From an optimization exercise on the open Yosys and OpenROAD flow, aimed at small area and a short achievable clock period; shortcuts taken in it are not production practice.
No activity file was given, so power comes from the tool's default toggle rates.

==> flow/design.v <==
package merge_stream_pkg;
  localparam logic [3:0] WT_EHDR = 4'd1;
  localparam logic [3:0] WT_CHDR = 4'd2;
  localparam logic [3:0] WT_CLUS = 4'd3;
  localparam logic [3:0] WT_TRLR = 4'd4;
  localparam logic [5:0] CRC6_POLY = 6'h03;
  localparam logic [3:0] HDR_BITS = 4'd12;
  localparam logic [3:0] CRC_BITS = 4'd6;
  localparam logic [3:0] PRE_BITS = 4'd5;
  localparam logic [3:0] MAX_CHIPS = 4'd6;
  localparam int NCLUS_HI = 10;
  localparam int NCLUS_LO = 6;
  typedef enum logic [2:0] {
    ST_HUNT = 3'd0,
    ST_PRE  = 3'd1,
    ST_EHDR = 3'd2,
    ST_CHDR = 3'd3,
    ST_CLUS = 3'd4,
    ST_CRCB = 3'd5,
    ST_TRLR = 3'd6
  } rx_state_e;
endpackage
module merge_word_fifo (
  input  logic        clk_i,
  input  logic        rst_ni,
  input  logic        push_i,
  input  logic [13:0] din_i,
  input  logic        pop_i,
  output logic [14:0] head_o,
  output logic        valid_o,
  output logic        drop_o,
  output logic        room_o
);
  localparam int DEPTH = 256;
  localparam int W     = 14;
  logic [W-1:0] mem_q [DEPTH];
  logic [7:0]  wr_q, rd2_q;
  logic [8:0]  cnt_q, cnt_p, cnt_m;
  logic        valid_q, ge2_q, ge3_q, full_q, room_q;
  logic [13:0] nxt_q, rdata;
  logic [14:0] head_q;
  logic        push_ok, pop;
  function automatic logic [14:0] dec(input logic [13:0] w);
    dec = {(w[13:12] == 2'b00), w};
  endfunction
  assign push_ok = push_i & ~full_q;
  assign drop_o  = push_i & full_q;
  assign pop     = pop_i & valid_q;
  assign cnt_p   = cnt_q + {8'd0, push_ok};
  assign cnt_m   = cnt_p - 9'd1;
  always_ff @(posedge clk_i) begin
    if (push_ok) mem_q[wr_q] <= din_i;
  end
  assign rdata = mem_q[rd2_q];
  always_ff @(posedge clk_i) begin
    if (pop) nxt_q <= ge3_q ? rdata : din_i;
    else     nxt_q <= ge2_q ? nxt_q : din_i;
  end
  always_ff @(posedge clk_i) begin
    if (!rst_ni) begin
      cnt_q   <= '0;
      valid_q <= 1'b0;
      ge2_q   <= 1'b0;
      ge3_q   <= 1'b0;
      full_q  <= 1'b0;
      room_q  <= 1'b1;
      wr_q    <= 8'd0;
      rd2_q   <= 8'd2;
      head_q  <= '0;
    end else begin
      if (pop) begin
        cnt_q   <= cnt_m;
        valid_q <= cnt_p >= 9'd2;
        ge2_q   <= cnt_p >= 9'd3;
        ge3_q   <= cnt_p >= 9'd4;
        full_q  <= 1'b0;
        room_q  <= cnt_p <= 9'd57;
        head_q  <= ge2_q ? dec(nxt_q) : (push_i ? dec(din_i) : '0);
      end else begin
        cnt_q   <= cnt_p;
        valid_q <= cnt_p >= 9'd1;
        ge2_q   <= cnt_p >= 9'd2;
        ge3_q   <= cnt_p >= 9'd3;
        full_q  <= cnt_p == 9'd256;
        room_q  <= cnt_p <= 9'd56;
        if (!valid_q) head_q <= push_i ? dec(din_i) : '0;
      end
      if (push_ok) wr_q <= wr_q + 8'd1;
      if (pop)     rd2_q <= rd2_q + 8'd1;
    end
  end
  assign head_o  = head_q;
  assign valid_o = valid_q;
  assign room_o  = room_q;
endmodule
import merge_stream_pkg::*;
module merge_stream_rx (
  input  logic        Clock,
  input  logic        Reset,
  input  logic        SerIn,
  input  logic [3:0]  Address,
  output logic        SendEvt,
  output logic [15:0] WordOut,
  output logic        WordValid,
  input  logic        WordReady,
  output logic        CrcErr,
  output logic        FmtErr,
  output logic        Overflow,
  output logic [7:0]  EvtCount,
  output logic [2:0]  DbgState,
  output logic [3:0]  DbgPending
);
  function automatic logic [5:0] crc6_step(input logic [5:0] crc, input logic din);
    crc6_step = {crc[4:0], 1'b0} ^ ((crc[5] ^ din) ? CRC6_POLY : 6'h00);
  endfunction
  localparam logic [1:0] T_EHDR = 2'd1;
  localparam logic [1:0] T_CHDR = 2'd2;
  localparam logic [1:0] T_CLUS = 2'd3;
  localparam logic [1:0] T_TRLR = 2'd0;
  logic [2:0]  state_q, state_d;
  logic [3:0]  bit_cnt_q, bit_cnt_d;
  logic [10:0] shift_q;
  logic [2:0]  chips_q, chips_d;
  logic [4:0]  clus_q, clus_d;
  logic [5:0]  crc_q, crc_d;
  logic        addr_err_q, addr_err_d;
  logic        ovf_evt_q;
  logic        push_q, push_d;
  logic [13:0] pw_q, pw_d;
  logic        trl_q, trl_d;
  logic        crcerr_q, crcerr_d;
  logic        fmterr_q, fmterr_d;
  logic [2:0]  pending_q;
  logic        send_q, ovf_q;
  logic [7:0]  evt_cnt_q;
  logic [11:0] field;
  logic [4:0]  nclus;
  logic [13:0] abort_word;
  logic [14:0] head;
  logic        fifo_valid, fifo_drop, fifo_room, issue;
  assign field      = {shift_q, SerIn};
  assign nclus      = field[NCLUS_HI:NCLUS_LO];
  assign abort_word = {T_TRLR, 1'b0, addr_err_q, ovf_evt_q, 1'b1, 8'h00};
  always_comb begin
    state_d    = state_q;
    bit_cnt_d  = bit_cnt_q + 4'd1;
    chips_d    = chips_q;
    clus_d     = clus_q;
    crc_d      = crc6_step(crc_q, SerIn);
    addr_err_d = addr_err_q;
    push_d     = 1'b0;
    pw_d       = abort_word;
    trl_d      = 1'b0;
    crcerr_d   = 1'b0;
    fmterr_d   = 1'b0;
    unique case (state_q)
      ST_HUNT: begin
        bit_cnt_d = 4'd0;
        crc_d     = SerIn ? 6'h03 : 6'h00;
        if (SerIn) begin
          state_d    = ST_PRE;
          addr_err_d = 1'b0;
        end
      end
      ST_PRE: begin
        if (bit_cnt_q == 4'd0 && SerIn) begin
          state_d  = ST_HUNT;
          push_d   = 1'b1;
          trl_d    = 1'b1;
          fmterr_d = 1'b1;
        end else if (bit_cnt_q == PRE_BITS - 4'd1) begin
          state_d    = ST_EHDR;
          bit_cnt_d  = 4'd0;
          addr_err_d = (field[3:0] != Address);
        end
      end
      ST_EHDR: begin
        if (field[3:0] <= MAX_CHIPS) pw_d = {T_EHDR, field};
        if (bit_cnt_q == HDR_BITS - 4'd1) begin
          bit_cnt_d = 4'd0;
          push_d    = 1'b1;
          if (field[3:0] > MAX_CHIPS) begin
            state_d  = ST_HUNT;
            trl_d    = 1'b1;
            fmterr_d = 1'b1;
          end else begin
            chips_d = field[2:0];
            state_d = (field[3:0] == 4'd0) ? ST_CRCB : ST_CHDR;
          end
        end
      end
      ST_CHDR: begin
        pw_d = {T_CHDR, field};
        if (bit_cnt_q == HDR_BITS - 4'd1) begin
          bit_cnt_d = 4'd0;
          push_d    = 1'b1;
          if (nclus != 5'd0) begin
            clus_d  = nclus;
            state_d = ST_CLUS;
          end else if (chips_q == 3'd1) begin
            state_d = ST_CRCB;
          end else begin
            chips_d = chips_q - 3'd1;
          end
        end
      end
      ST_CLUS: begin
        pw_d = {T_CLUS, field};
        if (bit_cnt_q == HDR_BITS - 4'd1) begin
          bit_cnt_d = 4'd0;
          push_d    = 1'b1;
          if (clus_q != 5'd1) begin
            clus_d = clus_q - 5'd1;
          end else if (chips_q == 3'd1) begin
            state_d = ST_CRCB;
          end else begin
            chips_d = chips_q - 3'd1;
            state_d = ST_CHDR;
          end
        end
      end
      ST_CRCB: begin
        crc_d = crc_q;
        pw_d  = {T_TRLR, (field[5:0] != crc_q), addr_err_q, ovf_evt_q, 1'b0, 2'b00, field[5:0]};
        if (bit_cnt_q == CRC_BITS - 4'd1) begin
          bit_cnt_d = 4'd0;
          state_d   = ST_TRLR;
          push_d    = 1'b1;
          trl_d     = 1'b1;
          crcerr_d  = (field[5:0] != crc_q);
        end
      end
      default: begin
        state_d   = ST_HUNT;
        bit_cnt_d = 4'd0;
        crc_d     = 6'h00;
      end
    endcase
  end
  assign issue = (pending_q != 3'd4) && fifo_room && !send_q;
  always_ff @(posedge Clock) begin
    bit_cnt_q  <= bit_cnt_d;
    shift_q    <= field[10:0];
    chips_q    <= chips_d;
    clus_q     <= clus_d;
    crc_q      <= crc_d;
    addr_err_q <= addr_err_d;
    pw_q       <= pw_d;
    ovf_evt_q  <= (state_q == ST_HUNT && SerIn) ? 1'b0 : (ovf_evt_q | fifo_drop);
  end
  always_ff @(posedge Clock) begin
    if (!Reset) begin
      state_q   <= ST_HUNT;
      push_q    <= 1'b0;
      trl_q     <= 1'b0;
      crcerr_q  <= 1'b0;
      fmterr_q  <= 1'b0;
      pending_q <= '0;
      send_q    <= 1'b0;
      ovf_q     <= 1'b0;
      evt_cnt_q <= '0;
    end else begin
      state_q   <= state_d;
      push_q    <= push_d;
      trl_q     <= trl_d;
      crcerr_q  <= crcerr_d;
      fmterr_q  <= fmterr_d;
      send_q    <= issue;
      ovf_q     <= ovf_q | fifo_drop;
      if (issue && !trl_q)                        pending_q <= pending_q + 3'd1;
      else if (!issue && trl_q && pending_q != 0) pending_q <= pending_q - 3'd1;
      if (trl_q) evt_cnt_q <= evt_cnt_q + 8'd1;
    end
  end
  merge_word_fifo u_fifo (
    .clk_i   (Clock),
    .rst_ni  (Reset),
    .push_i  (push_q),
    .din_i   (pw_q),
    .pop_i   (WordReady),
    .head_o  (head),
    .valid_o (fifo_valid),
    .drop_o  (fifo_drop),
    .room_o  (fifo_room)
  );
  assign WordOut    = {1'b0, head};
  assign WordValid  = fifo_valid;
  assign SendEvt    = send_q;
  assign CrcErr     = crcerr_q;
  assign FmtErr     = fmterr_q;
  assign Overflow   = ovf_q;
  assign EvtCount   = evt_cnt_q;
  assign DbgState   = state_q;
  assign DbgPending = {1'b0, pending_q};
endmodule
clock: 6.5 ns
lec_check: 0
abc_clock_period_in_ps: 2800
cap_margin: 20
core_margin: 2
core_utilization: 40
setup_slack_margin: 3.5
slew_margin: 20
run.sh (not shown) runs the stock make flow with config.mk's settings and CLKGATE_MAP_FILE= SYNTH_SCRIPT=/design/flow/synth_recipe.tcl, a recipe that flattens the netlist after the stock synthesis.
The baseline went through all stages and came out clean.
Then changed:
--- a/flow/config.mk
+++ b/flow/config.mk
@@ -11,0 +12,2 @@
+export CTS_CLUSTER_DIAMETER = 150
+export CTS_CLUSTER_SIZE = 30
The changed run went through all stages and came out clean.
Wire length shrinks by 1.8%.
Worst setup slack loses 9.5 ps.
Design area shrinks by 5.3%.
Combinational power shrinks by 2.7%.
Count of clock-buffer cells in the layout shrinks by 297.
Total power shrinks by 17%.
Register-to-register slack is about the same.
Clock power shrinks by 47%.
No functional check of the RTL was part of any run of this note.

afterwards: timing with drivers on the ports:
The results above use ideal ports. As a check the final layouts listed here were re-extracted and re-timed, cells and wires unchanged.
Step 1 sets driving cells, clkbuf_16 on the clock port and buf_2 on the other inputs (assumed; they add their load-dependent delay and slew).
Step 2 also shifts input and output timing later by t, the mid clock arrival at the registers, as if the neighbouring blocks saw the same clock.
Three values: ideal, step 1, step 2; two values: the first two.
run | shift t [ns] | setup slack, ns | pins driven straight from the clock port
the first run | 1.043 | 3.260 / 3.260 / 2.406 | 1
the second run | 0.995 | 3.251 / 3.251 / 2.410 | 1
After both steps setup and hold are still met in every run listed. The setup slack of the first run, which loses most, moves by 0.000 ns with the drivers and by -0.854 ns with both steps.
